Source: an optimization exercise on an open RTL-to-GDS flow (aim: small area, a short achievable clock period and few clock cycles per item). Production flows keep margins and buffers that such runs may drop. At most, simulation tests tie the RTL to the original design; equivalence was not proved. No functional check of the RTL was part of run 5. Power figures rest on the tool's default switching activity, not on a simulated workload.

<file path="config.mk">
export PLATFORM = sky130hd
export DESIGN_NAME = proc_mc
export DESIGN_NICKNAME = proc_mc
export VERILOG_FILES = /design/flow/design.v
export SDC_FILE = /design/flow/constraint.sdc
export NUM_CORES = 4
export LEC_CHECK = 0
export ABC_CLOCK_PERIOD_IN_PS = 3000
export CAP_MARGIN = 20
export CORE_MARGIN = 2
export CORE_UTILIZATION = 40
export CTS_CLUSTER_DIAMETER = 100
export CTS_CLUSTER_SIZE = 22
export SETUP_SLACK_MARGIN = 5
export SLEW_MARGIN = 20
</file>
<file path="constraint.sdc">
create_clock -name core_clock -period 9.0 [get_ports {clk}]
set_input_delay 1.8000 -clock core_clock [delete_from_list [all_inputs] [get_ports {clk}]]
set_output_delay 1.8000 -clock core_clock [all_outputs]
set_load 0.01 [all_outputs]
</file>
<file path="design.v">
package proc_pkg;
    localparam logic [3:0] OP_NOP = 4'd0;
    localparam logic [3:0] OP_LD  = 4'd1;
    localparam logic [3:0] OP_STR = 4'd2;
    localparam logic [3:0] OP_BRA = 4'd3;
    localparam logic [3:0] OP_XOR = 4'd4;
    localparam logic [3:0] OP_ADD = 4'd5;
    localparam logic [3:0] OP_ROT = 4'd6;
    localparam logic [3:0] OP_SHF = 4'd7;
    localparam logic [3:0] OP_HLT = 4'd8;
    localparam logic [3:0] OP_CMP = 4'd9;
    localparam logic [2:0] BR_ALWAYS = 3'd0;
    localparam logic [2:0] BR_P      = 3'd1;
    localparam logic [2:0] BR_E      = 3'd2;
    localparam logic [2:0] BR_C      = 3'd3;
    localparam logic [2:0] BR_N      = 3'd4;
    localparam logic [2:0] BR_Z      = 3'd5;
    localparam logic [2:0] BR_NC     = 3'd6;
    localparam logic [2:0] BR_GT     = 3'd7;
    localparam int PSR_C = 0;
    localparam int PSR_P = 1;
    localparam int PSR_E = 2;
    localparam int PSR_N = 3;
    localparam int PSR_Z = 4;
endpackage
module proc_alu (
    input  logic [31:0] x,         
    input  logic [31:0] y,         
    input  logic        sel_add,   
    input  logic        sel_sh,    
    input  logic [4:0]  k,         
    input  logic        m_all,     
    input  logic        m_zero,    
    input  logic        m_pos,     
    input  logic        c_en,      
    output logic [31:0] result,
    output logic        carry
);
    logic [31:0] p, g, pp, gg, gn, pn;
    logic [31:0] addx;
    logic        cout;
    logic [31:0] rot;
    logic [63:0] dbl;
    logic [31:0] mask;
    always_comb begin
        p  = x ^ y;
        g  = x & y & {32{sel_add}};
        gg = g;
        pp = p;
        for (int d = 1; d < 32; d = d * 2) begin
            for (int i = 0; i < 32; i++) begin
                if ((i & d) != 0) begin
                    gn[i] = gg[i] | (pp[i] & gg[(i & ~(2*d-1)) + d - 1]);
                    pn[i] = pp[i] & pp[(i & ~(2*d-1)) + d - 1];
                end else begin
                    gn[i] = gg[i];
                    pn[i] = pp[i];
                end
            end
            gg = gn;
            pp = pn;
        end
        addx = p ^ {gg[30:0], 1'b0};
        cout = gg[31];
        dbl = {x, x} << k;
        rot = dbl[63:32];
        for (int i = 0; i < 32; i++) begin
            mask[i] = m_all | (~m_zero & (m_pos ? (5'(i) >= k) : (5'(i) < k)));
        end
        if (sel_sh) result = rot & mask;
        else        result = addx;
        if (sel_sh) carry = c_en & (m_pos ? rot[0] : rot[31]);
        else        carry = cout;
    end
endmodule
import proc_pkg::*;
module proc_mc
#(
    parameter  int BUSW   = 32,
    parameter  int RWORDS = 16,
    parameter  int IMMW   = 12,
    parameter  int PSRW   = 5,
    localparam int RINDW  = $clog2(RWORDS)
) (
    input  logic             clk,
    input  logic             rst,
    input  logic             in_valid,
    output logic             in_ready,
    input  logic [3:0]       opcode,
    input  logic             src_is_imm,
    input  logic [IMMW-1:0]  src_op,
    input  logic [RINDW-1:0] dst_op,
    output logic [BUSW-1:0]  res,
    output logic             res_valid,
    output logic [PSRW-1:0]  status,
    output logic             br_taken,
    output logic             halted,
    output logic             illegal
);
    logic [RWORDS-1:0][BUSW-1:0] rf_q;
    logic             hlt_q;
    logic             a_v_q;
    logic [3:0]       a_op_q;
    logic             a_imm_q;
    logic [IMMW-1:0]  a_src_q;
    logic [RINDW-1:0] a_dst_q;
    logic             acc;
    logic             a_x_e_q, a_y_e_q, a_x_w_q, a_y_w_q, a_x_rf_q, a_y_rf_q, a_y_imm_q;
    assign in_ready = ~hlt_q;
    assign acc      = in_valid & ~hlt_q;
    always_ff @(posedge clk or posedge rst) begin
        if (rst) begin
            hlt_q     <= 1'b0;
            a_v_q     <= 1'b0;
        end else begin
            if (acc && opcode == OP_HLT) hlt_q <= 1'b1;
            a_v_q     <= acc;
        end
    end
    always_ff @(posedge clk) begin
        a_op_q  <= opcode;
        a_imm_q <= src_is_imm;
        a_src_q <= src_op;
        a_dst_q <= dst_op;
    end
    logic             e_v_q, e_wr_q, e_upd_q, e_bra_q, e_ill_q;
    logic [2:0]       e_cond_q;
    logic [RINDW-1:0] e_dst_q;
    logic [BUSW-1:0]  e_x_q, e_y_q;
    logic             e_add_q, e_sh_q, e_mall_q, e_mzero_q, e_mpos_q, e_cen_q;
    logic [4:0]       e_k_q;
    logic             w_v_q, w_wr_q, w_upd_q, w_bra_q, w_ill_q, w_c_q;
    logic [2:0]       w_cond_q;
    logic [RINDW-1:0] w_dst_q;
    logic [BUSW-1:0]  w_r_q;
    logic [BUSW-1:0]  alu_res;
    logic             alu_c;
    logic d_ld, d_str, d_bra, d_xor, d_add, d_rot, d_shf, d_cmp, d_ill;
    logic d_wr, d_upd;
    logic d_cnt_zero, d_cnt_pos, d_big;
    logic [RINDW-1:0] d_sidx;
    logic [BUSW-1:0]  d_xb, d_yb, d_x, d_y;
    logic [RWORDS-1:0] d_x_sel, d_y_sel;
    always_comb begin
        d_ld  = (a_op_q == OP_LD);
        d_str = (a_op_q == OP_STR);
        d_bra = (a_op_q == OP_BRA);
        d_xor = (a_op_q == OP_XOR);
        d_add = (a_op_q == OP_ADD);
        d_rot = (a_op_q == OP_ROT);
        d_shf = (a_op_q == OP_SHF);
        d_cmp = (a_op_q == OP_CMP);
        d_ill = (a_op_q >= 4'd10);
        d_wr  = d_ld | d_xor | d_add | d_rot | d_shf | d_cmp;
        d_upd = d_wr | d_str;
        d_cnt_zero = (a_src_q == '0);
        d_cnt_pos  = ~a_src_q[IMMW-1] & ~d_cnt_zero;
        d_big      = a_src_q[IMMW-1] ? ((a_src_q[IMMW-2:5] != '1) | (a_src_q[4:0] == '0))
                                     : (a_src_q[IMMW-2:5] != '0);
        d_sidx = a_src_q[RINDW-1:0];
        for (int r = 0; r < RWORDS; r++) begin
            d_x_sel[r] = a_x_rf_q & (a_dst_q == RINDW'(r));
            d_y_sel[r] = a_y_rf_q & (d_sidx  == RINDW'(r));
        end
        d_xb = {BUSW{a_x_w_q}} & w_r_q | {BUSW{d_cmp}};
        d_yb = {BUSW{a_y_w_q}} & w_r_q | ({BUSW{a_y_imm_q}} & BUSW'(a_src_q));
        for (int r = 0; r < RWORDS; r++) begin
            d_xb = d_xb | ({BUSW{d_x_sel[r]}} & rf_q[r]);
            d_yb = d_yb | ({BUSW{d_y_sel[r]}} & rf_q[r]);
        end
        d_x = a_x_e_q ? alu_res : d_xb;
        d_y = a_y_e_q ? alu_res : d_yb;
    end
    logic i_x_reg, i_y_reg, i_y_src, i_x_e, i_y_e, i_x_w, i_y_w;
    always_comb begin
        i_x_reg = (opcode == OP_STR) | (opcode == OP_XOR) | (opcode == OP_ADD) |
                  (opcode == OP_ROT) | (opcode == OP_SHF);
        i_y_src = (opcode == OP_LD) | (opcode == OP_XOR) | (opcode == OP_ADD) |
                  (opcode == OP_CMP);
        i_y_reg = i_y_src & ~src_is_imm;
        i_x_e   = i_x_reg & a_v_q & d_wr & (a_dst_q == dst_op);
        i_y_e   = i_y_reg & a_v_q & d_wr & (a_dst_q == src_op[RINDW-1:0]);
        i_x_w   = i_x_reg & e_v_q & e_wr_q & (e_dst_q == dst_op);
        i_y_w   = i_y_reg & e_v_q & e_wr_q & (e_dst_q == src_op[RINDW-1:0]);
    end
    always_ff @(posedge clk) begin
        a_x_e_q   <= i_x_e;
        a_y_e_q   <= i_y_e;
        a_x_w_q   <= i_x_w;
        a_y_w_q   <= i_y_w;
        a_x_rf_q  <= i_x_reg & ~i_x_w;
        a_y_rf_q  <= i_y_reg & ~i_y_w;
        a_y_imm_q <= i_y_src & src_is_imm;
    end
    always_ff @(posedge clk or posedge rst) begin
        if (rst) begin
            e_v_q <= 1'b0;
        end else begin
            e_v_q <= a_v_q;
        end
    end
    always_ff @(posedge clk) begin
        e_wr_q    <= d_wr;
        e_upd_q   <= d_upd;
        e_bra_q   <= d_bra;
        e_ill_q   <= d_ill;
        e_cond_q  <= a_src_q[2:0];
        e_dst_q   <= a_dst_q;
        e_x_q     <= d_x;
        e_y_q     <= d_y;
        e_add_q   <= d_add;
        e_sh_q    <= d_rot | d_shf;
        e_k_q     <= a_src_q[4:0];
        e_mall_q  <= ~d_shf | d_cnt_zero;
        e_mzero_q <= d_big;
        e_mpos_q  <= d_cnt_pos;
        e_cen_q   <= ~d_cnt_zero & ~(d_shf & d_big);
    end
    proc_alu u_alu (
        .x       (e_x_q),
        .y       (e_y_q),
        .sel_add (e_add_q),
        .sel_sh  (e_sh_q),
        .k       (e_k_q),
        .m_all   (e_mall_q),
        .m_zero  (e_mzero_q),
        .m_pos   (e_mpos_q),
        .c_en    (e_cen_q),
        .result  (alu_res),
        .carry   (alu_c)
    );
    always_ff @(posedge clk or posedge rst) begin
        if (rst) begin
            w_v_q <= 1'b0;
        end else begin
            w_v_q <= e_v_q;
        end
    end
    always_ff @(posedge clk) begin
        w_wr_q   <= e_wr_q;
        w_upd_q  <= e_upd_q;
        w_bra_q  <= e_bra_q;
        w_ill_q  <= e_ill_q;
        w_cond_q <= e_cond_q;
        w_dst_q  <= e_dst_q;
        w_r_q    <= alu_res;
        w_c_q    <= alu_c;
    end
    logic [4:0] psr_q, w_flags, w_psr;
    logic       w_cond;
    logic       o_v_q, o_br_q, o_ill_q, halted_q;
    logic [BUSW-1:0] o_res_q;
    always_comb begin
        w_flags        = '0;
        w_flags[PSR_C] = w_c_q;
        w_flags[PSR_P] = ~^w_r_q;
        w_flags[PSR_E] = ~w_r_q[0];
        w_flags[PSR_N] = w_r_q[BUSW-1];
        w_flags[PSR_Z] = (w_r_q == '0);
        w_psr = w_upd_q ? w_flags : psr_q;
        case (w_cond_q)
            BR_ALWAYS: w_cond = 1'b1;
            BR_P:      w_cond = psr_q[PSR_P];
            BR_E:      w_cond = psr_q[PSR_E];
            BR_C:      w_cond = psr_q[PSR_C];
            BR_N:      w_cond = psr_q[PSR_N];
            BR_Z:      w_cond = psr_q[PSR_Z];
            BR_NC:     w_cond = ~psr_q[PSR_C];
            default:   w_cond = ~psr_q[PSR_N] & ~psr_q[PSR_Z];
        endcase
    end
    always_ff @(posedge clk or posedge rst) begin
        if (rst) begin
            psr_q    <= '0;
            o_v_q    <= 1'b0;
            halted_q <= 1'b0;
        end else begin
            o_v_q <= w_v_q;
            if (hlt_q && w_v_q && !e_v_q && !a_v_q) halted_q <= 1'b1;
            if (w_v_q) begin
                psr_q <= w_psr;
            end
        end
    end
    for (genvar r = 0; r < RWORDS; r++) begin : g_rf
        always_ff @(posedge clk) begin
            if (rst || (w_v_q && w_wr_q && (w_dst_q == RINDW'(r))))
                rf_q[r] <= rst ? '0 : w_r_q;
        end
    end
    always_ff @(posedge clk) begin
        o_res_q <= w_r_q;
        o_br_q  <= w_bra_q & w_cond;
        o_ill_q <= w_ill_q;
    end
    assign res       = o_res_q;
    assign res_valid = o_v_q;
    assign status    = PSRW'(psr_q);
    assign br_taken  = o_br_q;
    assign illegal   = o_ill_q;
    assign halted    = halted_q;
endmodule
</file>
<file path="flow/run.sh">
#!/bin/bash
# Standard ORFS layout, with repair_timing aiming for more setup slack and a
# shorter H-tree wire segment unit for clock tree synthesis.
set -euo pipefail
bash standard.sh SETUP_SLACK_MARGIN=6.3 \
  "CTS_ARGS=-sink_clustering_enable -repair_clock_nets -sink_clustering_size 22 -sink_clustering_max_diameter 100 -wire_unit 5" \
  finish > standard.log 2>&1
</file>
<file path="standard.sh">
#!/bin/bash
# synth_recipe.tcl (not shown) runs the flow's synth.tcl, then flattens the netlist and writes it again
# the make line also repeats each setting of config.mk as NAME=value (left out here)
make -C /OpenROAD-flow-scripts/flow DESIGN_CONFIG=/design/flow/config.mk WORK_HOME=/design/flow/orfs CLKGATE_MAP_FILE= SYNTH_SCRIPT=/design/flow/synth_recipe.tcl "${@:-finish}"
</file>
==> impl_metrics.env, run 1 <==
export IMPL_status="complete, no violations"
export IMPL_synth_area_leaders="edfxtp_1 (48%), dfxtp_1 (12%), a22oi_1 (7.1%), mux4_2 (2.9%), mux2i_1 (2.3%)"
export IMPL_peakVddDrop_mv=0.206
export IMPL_seqPwrFrac=0.573
export IMPL_cp_end_kind="output port"
export IMPL_start_util=0.402
export IMPL_total_power_mw=7.25
export IMPL_synth_edf_count=512
export IMPL_fin_cells=3723
export IMPL_route_detailed_drc=0
export IMPL_path_depth=1
export IMPL_grt_max_degree=64
export IMPL_synth_nets=2661
export IMPL_clk_pin_slew_ps=90
export IMPL_drive_above_1_share=0.200
export IMPL_crit_type="reg2out"
export IMPL_die_area_sq_um=82700
export IMPL_netlist_area_leader_share=0.478
export IMPL_ctsRootBufferMaster="clkbuf_16"
export IMPL_viasPerCell=6.94
export IMPL_tns_ps=0
export IMPL_synth_top_flop_cell="edfxtp_1"
export IMPL_core_area_sq_um=80000
export IMPL_rrSetupSlack_ps=6190
export IMPL_fill_cells=7038
export IMPL_syn_area_sq_um=32200
export IMPL_cts_tree="done"
export IMPL_p_int_mw=5.19
export IMPL_drv_slew=0
export IMPL_p_sw_mw=2.06
export IMPL_cts_buffers=39
export IMPL_slew_headroom=0.297
export IMPL_worstPathCellList="buf_2"
export IMPL_reg2regPathDepth=11
export IMPL_finalCriticalPeriod_ps=2940
export IMPL_grtUsageTotal=0.305
export IMPL_hold_class="reg2reg"
export IMPL_final_nets=2712
export IMPL_drtIter0Drc=4716
export IMPL_rsz0062_at_grt="yes"
export IMPL_min_period_over_period=0.327
export IMPL_critPathMaxFanout=2
export IMPL_fin_skew_ps=24.4
export IMPL_arrival_ps=1140
export IMPL_cts_path_max_buffers=3
export IMPL_critical_path_n_buffers_inverters=1
export IMPL_overflow=0
export IMPL_comb_power_share=0.150
export IMPL_synth_top_area_cell="edfxtp_1"
export IMPL_grt_first_pass_wirelength_um=181000
export IMPL_rows=104
export IMPL_ys_ff_latch=711
export IMPL_p_leak_nw=13.4
export IMPL_cts_sinks=711
export IMPL_min_path_cells=0
export IMPL_crit_slowest_cell="dfrtp_1"
export IMPL_setup_viol=0
export IMPL_critPathMaxStageDelay_ps=420
export IMPL_worstPathRequired_ps=7200
export IMPL_synth_yosys_seq_area_share=0.603
export IMPL_yosysWarnings=2
export IMPL_holdPathEnd="w_bra_q"
export IMPL_tightest_slew_ps=1050
export IMPL_crit_path_start_kind="flop"
export IMPL_firstDrtPassIters=9
export IMPL_power_share_switching=0.285
export IMPL_hold_viol_final=0
export IMPL_syn2layout_area_growth_pct=15.9
export IMPL_die_h_um=288
export IMPL_regToRegStartpoint="e_x_q[3]"
export IMPL_clkPwrFrac=0.276
export IMPL_dp_hpwl_um=74100
export IMPL_synth_cell_type_count=74
export IMPL_dp_cells=3593
export IMPL_antenna_found_initial=3
export IMPL_via_count=25800
export IMPL_syn_instance_count=2584
export IMPL_place_congestion=0.953
export IMPL_clk_latency_ps=570
export IMPL_cts_hold_buf=0
export IMPL_htree_levels=2
export IMPL_mostFrequentLayoutCells="edfxtp_1 (512), a22oi_1 (301), nand2_1 (162), dfxtp_1 (139), a21oi_1 (107)"
export IMPL_wl_per_cell_um=34.9
export IMPL_syn_area_per_cell_sq_um=12.5
export IMPL_drtAntennaViolNets=0
export IMPL_max_freq_ghz=0.340
export IMPL_r2r_end="e_x_q[28]"
export IMPL_port_buffer_count=65
export IMPL_num_io_pins=66
export IMPL_powerDensity_nw_per_um2=194
export IMPL_cap_viol_max_count=0
export IMPL_grt_pass1_vias=24800
export IMPL_drt_total_wl_um=130000
export IMPL_die_x_um=288
export IMPL_final_common_cell="edfxtp_1"
export IMPL_worstHoldStart="e_bra_q"
export IMPL_synth_async_reset_ratio=0.0155
export IMPL_crit_family="flip-flops"
export IMPL_n_antenna_cell=0
layer usage:
| metal | global-route usage | part of all wire | vias up |
|---|---|---|---|
| li1 | - | - | 10300 |
| met2 | 0.463 | 0.43 | 2312 |
| met5 | 0 | 0.00021 | - |
| met4 | 0.143 | 0.060 | 4 |
| met3 | 0.113 | 0.15 | 547 |
| met1 | 0.386 | 0.36 | 12700 |
through the flow:
stage | instance area [sq um] | setup WS (ps) | hold WS [ps] | utilization
2_1_floorplan | 32400 | 6150 | 310 | -
3_3_place_gp | 34400 | 5230 | 314 | 0.430
3_5_place_dp | 34400 | 5280 | 314 | 0.430
4_1_cts | 36500 | 6050 | 336 | 0.457
5_1_grt | 37300 | 6040 | 341 | 0.466
6_report | 37300 | 6060 | 332 | 0.466
cell usage after synthesis, types with 11 or more instances:
master,n
dfxtp_1,188
xnor2_1,56
mux2i_1,74
nand3_1,54
clkbuf_1,134
dfrtp_1,11
nand2b_1,12
nand2_1,169
a21oi_1,122
nor2b_1,18
buf_2,13
ha_1,53
nand4_1,84
buf_1,28
inv_1,72
a22oi_1,303
xor2_1,21
edfxtp_1,512
a221o_1,49
a21o_1,12
mux2_2,25
o21ai_0,77
a31oi_1,14
a22o_1,52
mux4_2,41
nor2_1,114
nor3_1,68
a221oi_1,76
area by class of cell:
type,count,area [sq um],area share
clock inverters,5,96.3,0.00258
well taps,1060,1330,0.0356
flip-flops and latches,711,19500,0.523
inverters,74,307,0.00822
clock buffers,64,1110,0.0298
repair buffers,190,1970,0.0529
multi-input cells,1619,13000,0.348
cells by family after synthesis:
group,Yosys count,synth area share
compound gates,783,0.179
flops,711,0.603
simple gates,566,0.0841
buf+inv,254,0.0312
mux,140,0.0605
xor+xnor,77,0.0210
fa+ha+maj,53,0.0206
registers in the layout (all words and copies together), names as in the netlist, 5 cells and up:
name     cells
rf_q       512
e_x_q       32
e_y_q       32
o_res_q     32
w_r_q       32
a_src_q     12
e_k_q        5
psr_q        5
worst max path at each step:
stage,from,endpoint,slack [ps]
after CTS,psr_q[3],status[3],6050
after detailed placement,e_y_q[14],e_x_q[24],5280
after global placement,e_y_q[14],e_x_q[24],5230
after global routing,hlt_q,in_ready,6040
after floorplan,rst,rf_q[0],6150
final,psr_q[3],status[3],6060
repair_timing:
action                                  in CTS  in global routing
gates cloned                                 3                  1
resized for setup                          345                155
pin swaps                                   26                 26
buffers inserted                            38                 19
endpoints found under the hold margin        0                  0
endpoints found under the setup margin     917                544
power groups by stage:
stage	clock network, mW	logic (mW)	registers (mW)
3_3_place_gp	0	0.941	4.20
6_report	2.00	1.09	4.15
3_5_place_dp	0	0.955	4.20
5_1_grt	2.13	1.14	4.16
2_1_floorplan	0	0.553	4.07
4_1_cts	2.00	1.00	4.12
Testbench counts, summed over its fixed seeds: cycles 16,032, items 16,000.
==> run 2: changes to the inputs <==
--- a/flow/run.sh
+++ b/flow/run.sh
@@ -4,3 +4,3 @@
 set -euo pipefail
-bash standard.sh SETUP_SLACK_MARGIN=6.3 \
+bash standard.sh SETUP_SLACK_MARGIN=6.15 \
   "CTS_ARGS=-sink_clustering_enable -repair_clock_nets -sink_clustering_size 22 -sink_clustering_max_diameter 100 -wire_unit 5" \
==> run 2 against run 1 <==
- highest routed layer unchanged
- largest power group unchanged
- clock skew grew 13 ps
- clock power shrank 4%
- combinational power shrank 6%
- non-clock buffer count shrank 21
- critical endpoint is now status[1]
- synthesized cell count is the same
- critical path type unchanged
==> impl_metrics.env, run 2 <==
export IMPL_start_util=0.402
export IMPL_min_period_over_period=0.328
export IMPL_via_count=25800
export IMPL_clkPwrFrac=0.271
export IMPL_preCtsSetupSlack_ps=5230
export IMPL_netlist_area_leader_share=0.478
export IMPL_rows=104
export IMPL_synth_area_leaders="edfxtp_1 (48%), dfxtp_1 (12%), a22oi_1 (7.1%), mux4_2 (2.9%), mux2i_1 (2.3%)"
export IMPL_ctsRootBufferMaster="clkbuf_16"
export IMPL_route_detailed_drc=0
export IMPL_arrival_ps=1150
export IMPL_firstDrtPassIters=7
export IMPL_core_area_sq_um=80000
export IMPL_crit_family="flip-flops"
export IMPL_tns_ps=0
export IMPL_fin_skew_ps=37.1
export IMPL_antenna_found_initial=6
export IMPL_worstPathCellList="buf_2"
export IMPL_cts_sinks=711
export IMPL_status="complete, no violations"
export IMPL_syn_instance_count=2584
export IMPL_largest_register_ffs=512
export IMPL_cp_end_kind="output port"
export IMPL_synth_cell_type_count=74
export IMPL_worstHoldStart="e_upd_q"
export IMPL_drv_slew=0
export IMPL_p_leak_nw=13.1
export IMPL_powerDensity_nw_per_um2=195
export IMPL_p_sw_mw=2.02
export IMPL_ys_ff_latch=711
export IMPL_grt_max_degree=64
export IMPL_worstPathRequired_ps=7200
export IMPL_syn_area_per_cell_sq_um=12.5
export IMPL_fill_cells=7127
export IMPL_synth_top_area_cell="edfxtp_1"
export IMPL_final_common_cell="edfxtp_1"
export IMPL_critical_path_n_buffers_inverters=1
export IMPL_synth_nets=2661
export IMPL_place_congestion=0.967
export IMPL_dp_hpwl_um=74200
export IMPL_hold_class="reg2reg"
export IMPL_synthTopCellsByCount="edfxtp_1 (512), a22oi_1 (303), dfxtp_1 (188)"
export IMPL_critPathMaxFanout=2
export IMPL_seqPwrFrac=0.584
export IMPL_die_h_um=288
export IMPL_yosysWarnings=2
export IMPL_finalCriticalPeriod_ps=2950
export IMPL_overflow=0
export IMPL_die_x_um=288
export IMPL_cts_path_max_buffers=3
export IMPL_crit_slowest_cell="dfrtp_1"
export IMPL_cp_startpoint="psr_q[1]"
export IMPL_cts_buffers=39
export IMPL_regToRegStartpoint="e_x_q[0]"
export IMPL_num_io_pins=66
export IMPL_power_share_switching=0.285
export IMPL_max_freq_ghz=0.339
export IMPL_syn_area_sq_um=32200
export IMPL_crit_path_start_kind="flop"
export IMPL_htree_levels=2
export IMPL_drtAntennaViolNets=0
export IMPL_comb_power_share=0.145
export IMPL_p_int_mw=5.08
export IMPL_synth_async_reset_ratio=0.0155
export IMPL_hold_viol_final=0
export IMPL_synth_edf_count=512
export IMPL_viasPerCell=6.97
export IMPL_wl_per_cell_um=35.2
export IMPL_crit_type="reg2out"
export IMPL_grt_first_pass_wirelength_um=182000
export IMPL_slew_headroom=0.304
export IMPL_synth_yosys_seq_area_share=0.603
export IMPL_mostFrequentLayoutCells="edfxtp_1 (512), a22oi_1 (301), nand2_1 (164), dfxtp_1 (159), a21oi_1 (113)"
export IMPL_cap_viol_max_count=0
export IMPL_die_area_sq_um=82700
export IMPL_rsz0062_at_grt="yes"
export IMPL_register_area_sq_um=19500
export IMPL_cts_tree="done"
export IMPL_layout_setup_ws_ps=6050
export IMPL_tightest_slew_ps=1040
export IMPL_n_antenna_cell=0
export IMPL_drive_above_1_share=0.161
export IMPL_rrSetupSlack_ps=6070
export IMPL_yosys_cell_count_top_type="edfxtp_1"
export IMPL_drtIter0Drc=4887
export IMPL_setup_viol=0
export IMPL_peakVddDrop_mv=0.172
export IMPL_drt_total_wl_um=130000
export IMPL_syn2layout_area_growth_pct=13.1
export IMPL_synth_top_flop_cell="edfxtp_1"
export IMPL_critPathMaxStageDelay_ps=430
export IMPL_largest_register="rf_q"
export IMPL_clk_latency_ps=570
export IMPL_grt_pass1_vias=24900
export IMPL_grtUsageTotal=0.306
export IMPL_final_nets=2692
export IMPL_cts_hold_buf=0
export IMPL_port_buffer_count=65
export IMPL_multiInputGateArea_sq_um=12600
export IMPL_clk_pin_slew_ps=90
==> run 2: what timing repair did <==
action | 4_1_cts | 5_1_grt
pin swaps | 14 | 18
buffers inserted | 31 | 8
gates resized for setup | 263 | 68
gates cloned | 2 | 1
setup endpoints to repair | 655 | 145
endpoints found under the hold margin | 0 | 0
==> run 2: layout make-up <==
type / count / area share
inverter: 74 / 0.00825
clock inverter: 6 / 0.00223
tap: 1060 / 0.0364
timing repair inverter: 1 / 0.000206
timing repair buffer: 169 / 0.0425
clock buffer: 61 / 0.0293
multi-input combinational: 1619 / 0.346
sequential: 711 / 0.535
==> run 2: power by group through the flow <==
stage                     Combinational [mW]  Clock [mW]  Sequential, mW
final                                   1.03        1.92            4.15
after floorplan                        0.552           0            4.07
after global placement                 0.945           0            4.20
after detailed placement               0.959           0            4.20
after global routing                    1.07        2.04            4.16
after CTS                              0.980        1.93            4.12
==> run 2: cells by family (layout without fill, tap and decap cells) <==
kind of cell,count (synthesis),count (layout),synth area share
xor+xnor,77,77,0.0210
flops,711,711,0.603
compound gates,783,783,0.179
buf+inv,254,311,0.0312
mux,140,140,0.0605
simple gates,566,566,0.0841
fa+ha+maj,53,53,0.0206
==> run 2: worst paths after layout <==
check / to / cells past startpoint
setup / recovery: status[1] / 1
max in group asynchronous: psr_q[0] / 3
min in group asynchronous: o_v_q / 3
setup reg to reg: e_x_q[27] / 13
hold / removal: w_upd_q / 0
hold reg to reg: w_upd_q / 0
==> run 2: layer usage <==
| layer | vias up | global-route usage | routed length (um) |
|---|---|---|---|
| met5 | - | 0 | 68 |
| met4 | 10 | 0.163 | 8200 |
| met3 | 563 | 0.103 | 19700 |
| met2 | 2322 | 0.457 | 56100 |
| met1 | 12600 | 0.392 | 46300 |
| li1 | 10300 | - | - |
==> run 2: per-stage QoR <==
| step | cell area [sq um] | total power, mW | hold WS, ps | utilization | cells |
|---|---|---|---|---|---|
| 2_1_floorplan | 32400 | 4.62 | 310 | - | 2584 |
| 4_1_cts | 36000 | 7.03 | 336 | 0.450 | 3692 |
| 6_report | 36400 | 7.11 | 331 | 0.455 | 3701 |
| 5_1_grt | 36400 | 7.28 | 342 | 0.455 | 3701 |
| 3_3_place_gp | 34300 | 5.14 | 312 | 0.429 | 3592 |
| 3_5_place_dp | 34300 | 5.16 | 317 | 0.429 | 3592 |
==> run 3: changes to the inputs <==
--- a/config.mk
+++ b/config.mk
@@ -10,3 +10,3 @@
 export CORE_MARGIN = 2
-export CORE_UTILIZATION = 40
+export CORE_UTILIZATION = 30
 export CTS_CLUSTER_DIAMETER = 100
==> run 3 against run 2 <==
- register-to-register slack improved by 100 ps
- highest routed layer unchanged
- total power rose by 1.5%
- first-iteration DRC count fell by 18%
- final area rose by 1.1%
==> impl_metrics.env, run 3 <==
export IMPL_max_freq_ghz=0.334
export IMPL_powerDensity_nw_per_um2=196
export IMPL_overflow=0
export IMPL_register_area_sq_um=19500
export IMPL_yosysWarnings=2
export IMPL_critPathMaxStageDelay_ps=430
export IMPL_start_util=0.301
export IMPL_die_area_sq_um=110000
export IMPL_grtUsageTotal=0.220
export IMPL_clk_latency_ps=600
export IMPL_p_sw_mw=2.09
export IMPL_clk_pin_slew_ps=80
export IMPL_syn_instance_count=2584
export IMPL_critPathMaxFanout=4
export IMPL_setup_viol=0
export IMPL_crit_path_start_kind="flop"
export IMPL_grt_max_degree=64
export IMPL_port_buffer_count=65
export IMPL_crit_slowest_cell="dfrtp_1"
export IMPL_drv_slew=0
export IMPL_mostFrequentLayoutCells="edfxtp_1 (512), a22oi_1 (301), nand2_1 (165), dfxtp_1 (152), a21oi_1 (116)"
export IMPL_hold_viol_final=0
export IMPL_ys_ff_latch=711
export IMPL_largest_register_ffs=512
export IMPL_clkPwrFrac=0.283
export IMPL_crit_type="reg2out"
export IMPL_cts_buffers=41
export IMPL_comb_power_share=0.142
export IMPL_p_leak_nw=13.1
export IMPL_largest_register="rf_q"
export IMPL_worstPathRequired_ps=7200
export IMPL_cts_sinks=711
export IMPL_final_nets=2686
export IMPL_synth_top_flop_cell="edfxtp_1"
export IMPL_seqPwrFrac=0.575
export IMPL_rows=120
export IMPL_drt_total_wl_um=127000
export IMPL_drive_above_1_share=0.163
export IMPL_synth_area_leaders="edfxtp_1 (48%), dfxtp_1 (12%), a22oi_1 (7.1%), mux4_2 (2.9%), mux2i_1 (2.3%)"
export IMPL_cts_path_max_buffers=3
export IMPL_p_int_mw=5.13
export IMPL_firstDrtPassIters=12
export IMPL_synth_async_reset_ratio=0.0155
export IMPL_num_io_pins=66
export IMPL_grt_first_pass_wirelength_um=177000
export IMPL_syn_area_sq_um=32200
export IMPL_synth_top_area_cell="edfxtp_1"
export IMPL_viasPerCell=6.23
export IMPL_critical_path_n_buffers_inverters=1
export IMPL_wl_per_cell_um=31.3
export IMPL_grt_pass1_vias=24000
export IMPL_slew_headroom=0.285
export IMPL_route_detailed_drc=0
export IMPL_netlist_area_leader_share=0.478
export IMPL_peakVddDrop_mv=0.188
export IMPL_utilization=0.345
export IMPL_synth_cell_type_count=74
export IMPL_finalCriticalPeriod_ps=2990
export IMPL_min_period_over_period=0.332
export IMPL_ctsRootBufferMaster="clkbuf_16"
export IMPL_rsz0062_at_grt="yes"
export IMPL_cp_end_kind="output port"
export IMPL_synth_nets=2661
export IMPL_die_h_um=332
export IMPL_tightest_slew_ps=1070
export IMPL_syn_area_per_cell_sq_um=12.5
export IMPL_fin_skew_ps=60.3
export IMPL_synth_yosys_seq_area_share=0.603
export IMPL_cts_tree="done"
export IMPL_via_count=25200
export IMPL_htree_levels=2
export IMPL_crit_family="flip-flops"
export IMPL_core_area_sq_um=107000
export IMPL_arrival_ps=1190
export IMPL_place_congestion=0.934
export IMPL_hold_class="reg2reg"
export IMPL_synth_edf_count=512
export IMPL_yosys_cell_count_top_type="edfxtp_1"
export IMPL_synthTopCellsByCount="edfxtp_1 (512), a22oi_1 (303), dfxtp_1 (188)"
export IMPL_multiInputGateArea_sq_um=12600
export IMPL_status="complete, no violations"
export IMPL_worstPathCellList="buf_2"
export IMPL_antenna_found_initial=2
export IMPL_die_x_um=332
export IMPL_fill_cells=10300
export IMPL_cap_viol_max_count=0
export IMPL_syn2layout_area_growth_pct=14.4
export IMPL_final_common_cell="edfxtp_1"
export IMPL_drtIter0Drc=3987
export IMPL_power_share_switching=0.290
export IMPL_dp_hpwl_um=75100
export IMPL_drtAntennaViolNets=0
export IMPL_tns_ps=0
## run 3: kinds of logic (layout without fill, tap and decap cells)
logic type / Yosys count / count (layout) / synth area share
AO/OA/AOI/OAI: 783 / 783 / 0.179
XOR/XNOR: 77 / 77 / 0.0210
flip-flops: 711 / 711 / 0.603
adder cells (fa/ha/maj): 53 / 53 / 0.0206
multiplexers: 140 / 140 / 0.0605
buffers and inverters: 254 / 310 / 0.0312
AND/OR/NAND/NOR: 566 / 566 / 0.0841
other: 0 / 2 / 0
## run 3: stage by stage
stage          hold slack [ps]  instance area [sq um]  instances  total power [mW]  setup WS (ps)
2_1_floorplan              310                  32400       2584              4.62           6150
3_3_place_gp               311                  34800       3941              5.16           5170
3_5_place_dp               312                  34800       3941              5.16           5140
4_1_cts                    333                  36400       4031              7.16           5980
5_1_grt                    340                  36800       4043              7.41           5960
6_report                   333                  36800       4045              7.21           6010
## run 3: power by group through the flow
stage / clock network [mW] / registers, mW / logic [mW]
2_1_floorplan: 0 / 4.07 / 0.552
3_3_place_gp: 0 / 4.20 / 0.960
3_5_place_dp: 0 / 4.19 / 0.970
4_1_cts: 2.07 / 4.12 / 0.973
5_1_grt: 2.18 / 4.16 / 1.07
6_report: 2.04 / 4.15 / 1.03
## run 3: final timing paths
check / depth (start not counted) / slack (ps) / start / end
setup / recovery: 1 / 6010 / psr_q[0] / status[0]
hold / removal: 0 / 330 / e_ill_q / w_ill_q
setup reg to reg: 9 / 6170 / a_src_q[0] / e_y_q[24]
hold reg to reg: 0 / 330 / e_ill_q / w_ill_q
max in group asynchronous: 3 / 7280 / rst / e_v_q
min in group asynchronous: 3 / 1500 / rst / hlt_q
## run 3: layer usage
metal | wire length (um) | up-vias | track usage
li1 | - | 10300 | -
met3 | 19000 | 476 | 0.0814
met2 | 55200 | 2141 | 0.335
met5 | 13 | - | 0
met1 | 45800 | 12300 | 0.278
met4 | 6710 | 2 | 0.0988
## run 3: final cells by class
class / count / area share
flip-flops and latches: 711 / 0.529
diodes: 2 / 0.000136
inverters: 74 / 0.00802
multi-input cells: 1619 / 0.342
clock buffers: 64 / 0.0308
repair buffers: 162 / 0.0393
well taps: 1403 / 0.0477
clock inverters: 10 / 0.00347
## run 3: timing repair
| action | 4_1_cts | 5_1_grt |
|---|---|---|
| buffers inserted | 16 | 11 |
| cloned | 0 | 1 |
| endpoints found under the setup margin | 614 | 183 |
| pin swaps | 6 | 15 |
| hold buffers | 0 | 0 |
| gates resized for setup | 253 | 86 |
==> run 4: changes to the inputs <==
--- a/config.mk
+++ b/config.mk
@@ -10,3 +10,3 @@
 export CORE_MARGIN = 2
-export CORE_UTILIZATION = 30
+export CORE_UTILIZATION = 35
 export CTS_CLUSTER_DIAMETER = 100
==> run 4 against run 3 <==
- still clean
- clock-buffer cell count is 3 higher
- synthesized cell count stayed put
- worst setup slack better by 50 ps
- non-clock buffer count is 6 lower
- clock skew is 31 ps lower
- die area is 14% lower
- sequential share of layout area is 0.70 points higher
- synthesized area stayed put
- wire length is 2.9% higher
==> impl_metrics.env, run 4 <==
export IMPL_final_nets=2678
export IMPL_slew_headroom=0.339
export IMPL_reg2regPathDepth=7
export IMPL_p_leak_nw=13.1
export IMPL_syn_area_per_cell_sq_um=12.5
export IMPL_max_freq_ghz=0.340
export IMPL_die_x_um=307
export IMPL_fin_skew_ps=29.5
export IMPL_largest_register_ffs=512
export IMPL_worstPathCellList="inv_2, buf_6"
export IMPL_route_detailed_drc=0
export IMPL_status="complete, no violations"
export IMPL_antenna_found_initial=7
export IMPL_via_count=25700
export IMPL_finalCriticalPeriod_ps=2940
export IMPL_grt_max_degree=64
export IMPL_place_congestion=0.935
export IMPL_met2_usage=0.403
export IMPL_crit_slowest_cell="dfrtp_1"
export IMPL_hold_class="reg2reg"
export IMPL_grt_first_pass_wirelength_um=181000
export IMPL_port_buffer_count=65
export IMPL_synth_top_area_cell="edfxtp_1"
export IMPL_use_met1=0.332
export IMPL_synth_top_flop_cell="edfxtp_1"
export IMPL_syn_instance_count=2584
export IMPL_clk_pin_slew_ps=90
export IMPL_dp_hpwl_um=73200
export IMPL_gr_max_usage_layer="met2"
export IMPL_yosysWarnings=2
export IMPL_synth_yosys_seq_area_share=0.603
export IMPL_cap_viol_max_count=0
export IMPL_viasPerCell=6.72
export IMPL_synth_nets=2661
export IMPL_synthTopCellsByCount="edfxtp_1 (512), a22oi_1 (303), dfxtp_1 (188)"
export IMPL_synth_area_leaders="edfxtp_1 (48%), dfxtp_1 (12%), a22oi_1 (7.1%), mux4_2 (2.9%), mux2i_1 (2.3%)"
export IMPL_rows=111
export IMPL_ctsRootBufferMaster="clkbuf_16"
export IMPL_wl_per_cell_um=34.1
export IMPL_mostFrequentLayoutCells="edfxtp_1 (512), a22oi_1 (302), nand2_1 (165), dfxtp_1 (160), a21oi_1 (119)"
export IMPL_peakVddDrop_mv=0.196
export IMPL_firstDrtPassIters=9
export IMPL_grtUsageTotal=0.266
export IMPL_overflow=0
export IMPL_cts_hold_buf=0
export IMPL_min_period_over_period=0.327
export IMPL_rsz0062_at_grt="yes"
export IMPL_syn_area_sq_um=32200
export IMPL_arrival_ps=1140
export IMPL_htree_levels=2
export IMPL_crit_type="reg2out"
export IMPL_final_common_cell="edfxtp_1"
export IMPL_core_area_sq_um=91400
export IMPL_syn2layout_area_growth_pct=12.9
export IMPL_hold_viol_final=0
export IMPL_powerDensity_nw_per_um2=196
export IMPL_drt_total_wl_um=130000
export IMPL_drive_above_1_share=0.151
export IMPL_cts_buffers=39
export IMPL_cts_tree="done"
export IMPL_die_h_um=307
export IMPL_cp_end_kind="output port"
export IMPL_critPathMaxStageDelay_ps=410
export IMPL_drtAntennaViolNets=0
export IMPL_ys_ff_latch=711
export IMPL_fill_cells=8512
export IMPL_synth_cell_type_count=74
export IMPL_grtUsageMet3=0.100
export IMPL_cts_path_max_buffers=3
export IMPL_crit_path_start_kind="flop"
export IMPL_setup_viol=0
export IMPL_tns_ps=0
export IMPL_largest_register="rf_q"
export IMPL_yosys_cell_count_top_type="edfxtp_1"
export IMPL_synth_edf_count=512
export IMPL_start_util=0.352
export IMPL_num_io_pins=66
export IMPL_critPathMaxFanout=2
export IMPL_grt_pass1_vias=24500
export IMPL_fin_area_sq_um=36300
export IMPL_drtIter0Drc=4798
export IMPL_tightest_slew_ps=989
export IMPL_die_area_sq_um=94400
export IMPL_worstPathRequired_ps=7200
export IMPL_clk_latency_ps=570
export IMPL_drv_slew=0
export IMPL_synth_async_reset_ratio=0.0155
export IMPL_netlist_area_leader_share=0.478
export IMPL_cts_sinks=711
export IMPL_dpl_cell_area_sq_um=34500
export IMPL_min_path_cells=0
## run 4: cell types whose count changed in the layout (fill, tap and decap cells not counted), moves of 8 or more
| cell | before | now |
|---|---|---|
| dfxtp_2 | 34 | 24 |
| dfxtp_1 | 152 | 160 |
| buf_2 | 25 | 37 |
| buf_6 | 38 | 16 |
## run 4: kinds of logic (layout without fill, tap and decap cells)
kind of cell | count (synthesis) | count (layout) | synth area share
AO/OA/AOI/OAI | 783 | 783 | 0.179
XOR/XNOR | 77 | 77 | 0.0210
adder cells (fa/ha/maj) | 53 | 53 | 0.0206
buffers and inverters | 254 | 301 | 0.0312
flip-flops | 711 | 711 | 0.603
multiplexers | 140 | 140 | 0.0605
other | 0 | 2 | 0
AND/OR/NAND/NOR | 566 | 566 | 0.0841
## run 4: power breakdown
group	internal, mW	total [mW]	switching [mW]
clock	0.869	1.94	1.07
combinational	0.357	1.02	0.665
sequential	3.87	4.15	0.280
total	5.09	7.11	2.02
## run 4: per-layer routing
layer  part of all wire  wire length, um  vias up
met2               0.43            56000     2355
met5            0.00039               51        -
met4              0.068             8860        8
li1                   -                -    10300
met3               0.15            19800      629
met1               0.35            45700    12400
## run 4: final timing paths
check | start | to | slack, ps
max | hlt_q | in_ready | 6060
min | e_ill_q | w_ill_q | 340
max reg2reg | a_y_e_q | e_y_q[10] | 6130
min reg2reg | e_ill_q | w_ill_q | 340
max in group asynchronous | rst | w_v_q | 7320
min in group asynchronous | rst | e_v_q | 1470
## run 4: layout make-up
class / instances / area [sq um] / area share
Antenna cell: 2 / 5.00 / 0.000138
Sequential cell: 711 / 19500 / 0.536
Inverter: 74 / 295 / 0.00813
Multi-Input combinational cell: 1619 / 12500 / 0.345
Timing Repair Buffer: 156 / 1370 / 0.0377
Clock buffer: 67 / 1120 / 0.0309
Clock inverter: 4 / 50.0 / 0.00138
Tap cell: 1186 / 1480 / 0.0409
## run 4: worst max-delay path: cells and delay by family, from the launching register on
family	cells	cell delay, ps
DFF	1	410
buffers and inverters	2	170
## run 4: what timing repair did
item,in CTS,in global routing
endpoints found under the setup margin,640,180
buffers inserted,12,10
gates cloned,0,3
pin swaps,2,10
gates resized for setup,244,64
## run 4: per-stage QoR
step / setup slack (ps) / cells / power [mW] / hold slack [ps] / utilization
after detailed placement: 5240 / 3721 / 5.16 / 315 / 0.378
after floorplan: 6150 / 2584 / 4.62 / 310 / -
final: 6060 / 3819 / 7.11 / 335 / 0.397
after CTS: 6050 / 3804 / 7.06 / 338 / 0.393
after global placement: 5280 / 3721 / 5.14 / 314 / 0.378
after global routing: 6020 / 3817 / 7.31 / 351 / 0.397
==> run 5: changes to the inputs <==
--- a/design.v
+++ b/design.v
@@ -251,2 +251,3 @@
     logic       o_v_q, o_br_q, o_ill_q, halted_q;
+    logic [4:0] o_st_q;
     logic [BUSW-1:0] o_res_q;
@@ -292,2 +293,3 @@
         o_res_q <= w_r_q;
+        o_st_q  <= w_psr;
         o_br_q  <= w_bra_q & w_cond;
@@ -297,3 +299,3 @@
     assign res_valid = o_v_q;
-    assign status    = PSRW'(psr_q);
+    assign status    = PSRW'(o_st_q);
     assign br_taken  = o_br_q;
--- a/config.mk
+++ b/config.mk
@@ -10,3 +10,3 @@
 export CORE_MARGIN = 2
-export CORE_UTILIZATION = 35
+export CORE_UTILIZATION = 40
 export CTS_CLUSTER_DIAMETER = 100
==> run 5 against run 4 <==
- flip-flop and latch count increased by 5
- synthesized area decreased by 0.11%
- highest routed layer unchanged
- first-iteration DRC count increased by 6.1%
- combinational power increased by 5%
- maximum frequency decreased by 4.5%
- clock skew increased by 1.3 ps
- die area decreased by 12%
- final area decreased by 0.43%
==> impl_metrics.env, run 5 <==
export IMPL_status="complete, no violations"
export IMPL_place_congestion=0.983
export IMPL_cts_buffers=39
export IMPL_synthSimpleGateAreaFrac=0.0759
export IMPL_start_util=0.406
export IMPL_drv_slew=0
export IMPL_drtAntennaViolNets=0
export IMPL_syn_area_sq_um=32100
export IMPL_synth_async_reset_ratio=0.0154
export IMPL_ys_ff_latch=716
export IMPL_r2r_end="e_x_q[24]"
export IMPL_regToRegStartpoint="a_dst_q[0]"
export IMPL_tns_ps=0
export IMPL_drive_above_1_share=0.155
export IMPL_cp_startpoint="a_dst_q[0]"
export IMPL_cap_viol_max_count=0
export IMPL_largest_register="rf_q"
export IMPL_grtUsageTotal=0.307
export IMPL_holdPathEnd="w_upd_q"
export IMPL_crit_path_start_kind="flop"
export IMPL_grt_first_pass_wirelength_um=181000
export IMPL_clk_pin_slew_ps=100
export IMPL_drtIter0Drc=5093
export IMPL_crit_type="reg2reg"
export IMPL_port_buffer_count=65
export IMPL_synthTopCellsByCount="edfxtp_1 (512), a22oi_1 (254), dfxtp_1 (193)"
export IMPL_setup_viol=0
export IMPL_synth_yosys_seq_area_share=0.607
export IMPL_firstDrtPassIters=10
export IMPL_netlist_area_leader_share=0.478
export IMPL_finalCriticalPeriod_ps=3080
export IMPL_grt_pass1_vias=24600
export IMPL_rsz0062_at_grt="yes"
export IMPL_synth_cell_type_count=84
export IMPL_reg2regPathDepth=7
export IMPL_core_area_sq_um=79300
export IMPL_cts_tree="done"
export IMPL_hold_viol_final=0
export IMPL_synthXorXnorAreaFrac=0.0207
export IMPL_synth_adder_area_share=0.0206
export IMPL_ctsRootBufferMaster="clkbuf_16"
export IMPL_worstHoldStart="e_upd_q"
export IMPL_arrival_ps=3500
export IMPL_htree_levels=2
export IMPL_via_count=26000
export IMPL_wl_per_cell_um=36.0
export IMPL_dp_hpwl_um=75800
export IMPL_yosys_cell_count_top_type="edfxtp_1"
export IMPL_viasPerCell=7.14
export IMPL_grt_max_degree=69
export IMPL_syn_area_per_cell_sq_um=12.6
export IMPL_critPathMaxFanout=32
export IMPL_die_area_sq_um=82600
export IMPL_syn_instance_count=2549
export IMPL_hold_class="reg2reg"
export IMPL_fin_area_sq_um=36200
export IMPL_drt_total_wl_um=131000
export IMPL_worstPathRequired_ps=9420
export IMPL_die_x_um=287
export IMPL_antenna_found_initial=6
export IMPL_final_common_cell="edfxtp_1"
export IMPL_cp_end_kind="flop"
export IMPL_total_power_mw=7.16
export IMPL_max_freq_ghz=0.325
export IMPL_slew_headroom=0.197
export IMPL_fin_skew_ps=30.8
export IMPL_dpl_cell_area_sq_um=34300
export IMPL_largest_register_ffs=512
export IMPL_rrSetupSlack_ps=5920
export IMPL_utilization=0.456
export IMPL_min_path_cells=0
export IMPL_route_detailed_drc=0
export IMPL_rows=103
export IMPL_synth_top_flop_cell="edfxtp_1"
export IMPL_synth_top_family_by_area="compound AO/OA/AOI/OAI gates"
export IMPL_yosysWarnings=2
export IMPL_fill_cells=7006
export IMPL_synth_top_area_cell="edfxtp_1"
export IMPL_overflow=0
export IMPL_final_nets=2637
export IMPL_cts_sinks=716
export IMPL_num_io_pins=66
export IMPL_syn2layout_area_growth_pct=12.5
export IMPL_cts_path_max_buffers=3
export IMPL_synth_compound_area_frac=0.194
export IMPL_tightest_slew_ps=1200
export IMPL_p_leak_nw=12.7
export IMPL_powerDensity_nw_per_um2=198
export IMPL_synth_nets=2626
export IMPL_clk_latency_ps=570
export IMPL_mostFrequentLayoutCells="edfxtp_1 (512), a22oi_1 (254), dfxtp_1 (163), a21oi_1 (132), nor2_1 (130)"
export IMPL_die_h_um=287
export IMPL_synth_area_leaders="edfxtp_1 (48%), dfxtp_1 (12%), a22oi_1 (5.9%), a222oi_1 (2.6%), mux4_2 (2.2%)"
export IMPL_cts_hold_buf=0
export IMPL_synth_edf_count=512
export IMPL_min_period_over_period=0.342
export IMPL_peakVddDrop_mv=0.156
export IMPL_synthMuxAreaShare=0.0489
## run 5: cell types whose count changed in the layout (fill, tap and decap cells not counted), sizes merged, moves of 12 or more
cell	previous run	this run
a211oi	6	19
a21oi	124	146
a221o	49	4
a222oi	4	84
a22o	52	69
a22oi	303	254
mux2i	74	46
nand2	169	117
nand4	84	72
nor2	115	148
nor3	68	39
o2111ai	0	17
o21ai	78	52
## run 5: timing repair
action	4_1_cts	5_1_grt
setup endpoints to repair	654	86
pin swaps	8	21
buffers inserted	5	10
gates resized for setup	259	83
gates cloned	2	1
## run 5: final cells by class
class	instances	area [sq um]	share of cell area
Inverter	75	300	0.00831
Timing Repair inverter	1	7.51	0.000208
Multi-Input combinational cell	1575	12500	0.346
Timing Repair Buffer	152	1330	0.0367
Sequential cell	716	19600	0.541
Tap cell	1050	1310	0.0363
Clock buffer	64	1070	0.0296
Antenna cell	3	7.51	0.000208
Clock inverter	4	46.3	0.00128
## run 5: worst max-delay path by stage
stage                            to  slack [ps]  cells after the start
after CTS                  in_ready        6010                      2
after global placement    e_y_q[14]        5150                      8
after detailed placement  rf_q[400]        5260                      5
after global routing       in_ready        6020                      2
final                     e_x_q[24]        5920                      7
after floorplan           rf_q[100]        6150                      3
## run 5: power breakdown
| part | total (mW) | internal (mW) | switching [mW] | leakage (nW) |
|---|---|---|---|---|
| logic | 1.07 | 0.365 | 0.709 | 5.13 |
| registers | 4.17 | 3.89 | 0.280 | 7.02 |
| clock network | 1.92 | 0.831 | 1.09 | 0.534 |
| total | 7.16 | 5.09 | 2.08 | 12.7 |
## run 5: cells by family (layout without fill, tap and decap cells)
kind of cell | Yosys count | count (layout)
AO/OA/AOI/OAI | 825 | 825
XOR/XNOR | 76 | 76
adder cells (fa/ha/maj) | 53 | 53
buffers and inverters | 258 | 296
flip-flops | 716 | 716
multiplexers | 111 | 111
other | 0 | 3
AND/OR/NAND/NOR | 510 | 510
## run 5: worst max-delay path: stages (launching register included)
cell	delay (ps)
dfxtp_1	580
nand2b_2	410
nor3_2	110
buf_12	220
a222oi_1	730
o21ai_1	340
nor2_1	310
a32oi_4	190
## run 5: through the flow
step / setup slack (ps) / std cells / hold WS [ps]
after floorplan: 6150 / 2549 / 310
after global placement: 5150 / 3549 / 311
after detailed placement: 5260 / 3550 / 317
after CTS: 6010 / 3625 / 338
after global routing: 6020 / 3637 / 349
final: 5920 / 3640 / 331
## run 5: per-layer routing
layer	track usage	routed length, um	vias up
met5	0	41	-
met4	0.174	9290	6
met3	0.0989	20500	597
met2	0.464	56400	2413
met1	0.388	44900	12700
li1	-	-	10300

[re-timing with driven ports]
Ports are ideal in the flow. The routed layouts listed here were re-timed in OpenROAD. Step 1 (the two cells are an assumption about what drives the block):
set clk [get_ports {clk}]
set_driving_cell -lib_cell sky130_fd_sc_hd__clkbuf_16 $clk
set_driving_cell -lib_cell sky130_fd_sc_hd__buf_2 [delete_from_list [all_inputs] $clk]
Step 2 also shifts input and output timing later by t, the mid clock arrival at the registers, as if the neighbouring blocks saw the same clock. Three values: ideal ports, drivers, drivers and shift; two values: the first two.
run	t, ns	slack for setup (ns)	worst slew at a driven data input, ns	pins driven straight from the clock port
run 1	0.624	6.061 / 5.996 / 5.763	0.04	1
run 2	0.610	6.052 / 5.989 / 5.581	0.05	1
run 3	0.642	6.009 / 5.942 / 5.530	0.05	1
run 4	0.614	6.059 / 5.996 / 5.546	0.07	1
run 5	0.627	5.920 / 5.920 / 5.549	0.05	1
After both steps setup and hold are still met in every run listed. The setup slack of run 4, which loses most, moves by -0.063 ns with the drivers and by -0.513 ns with both steps.
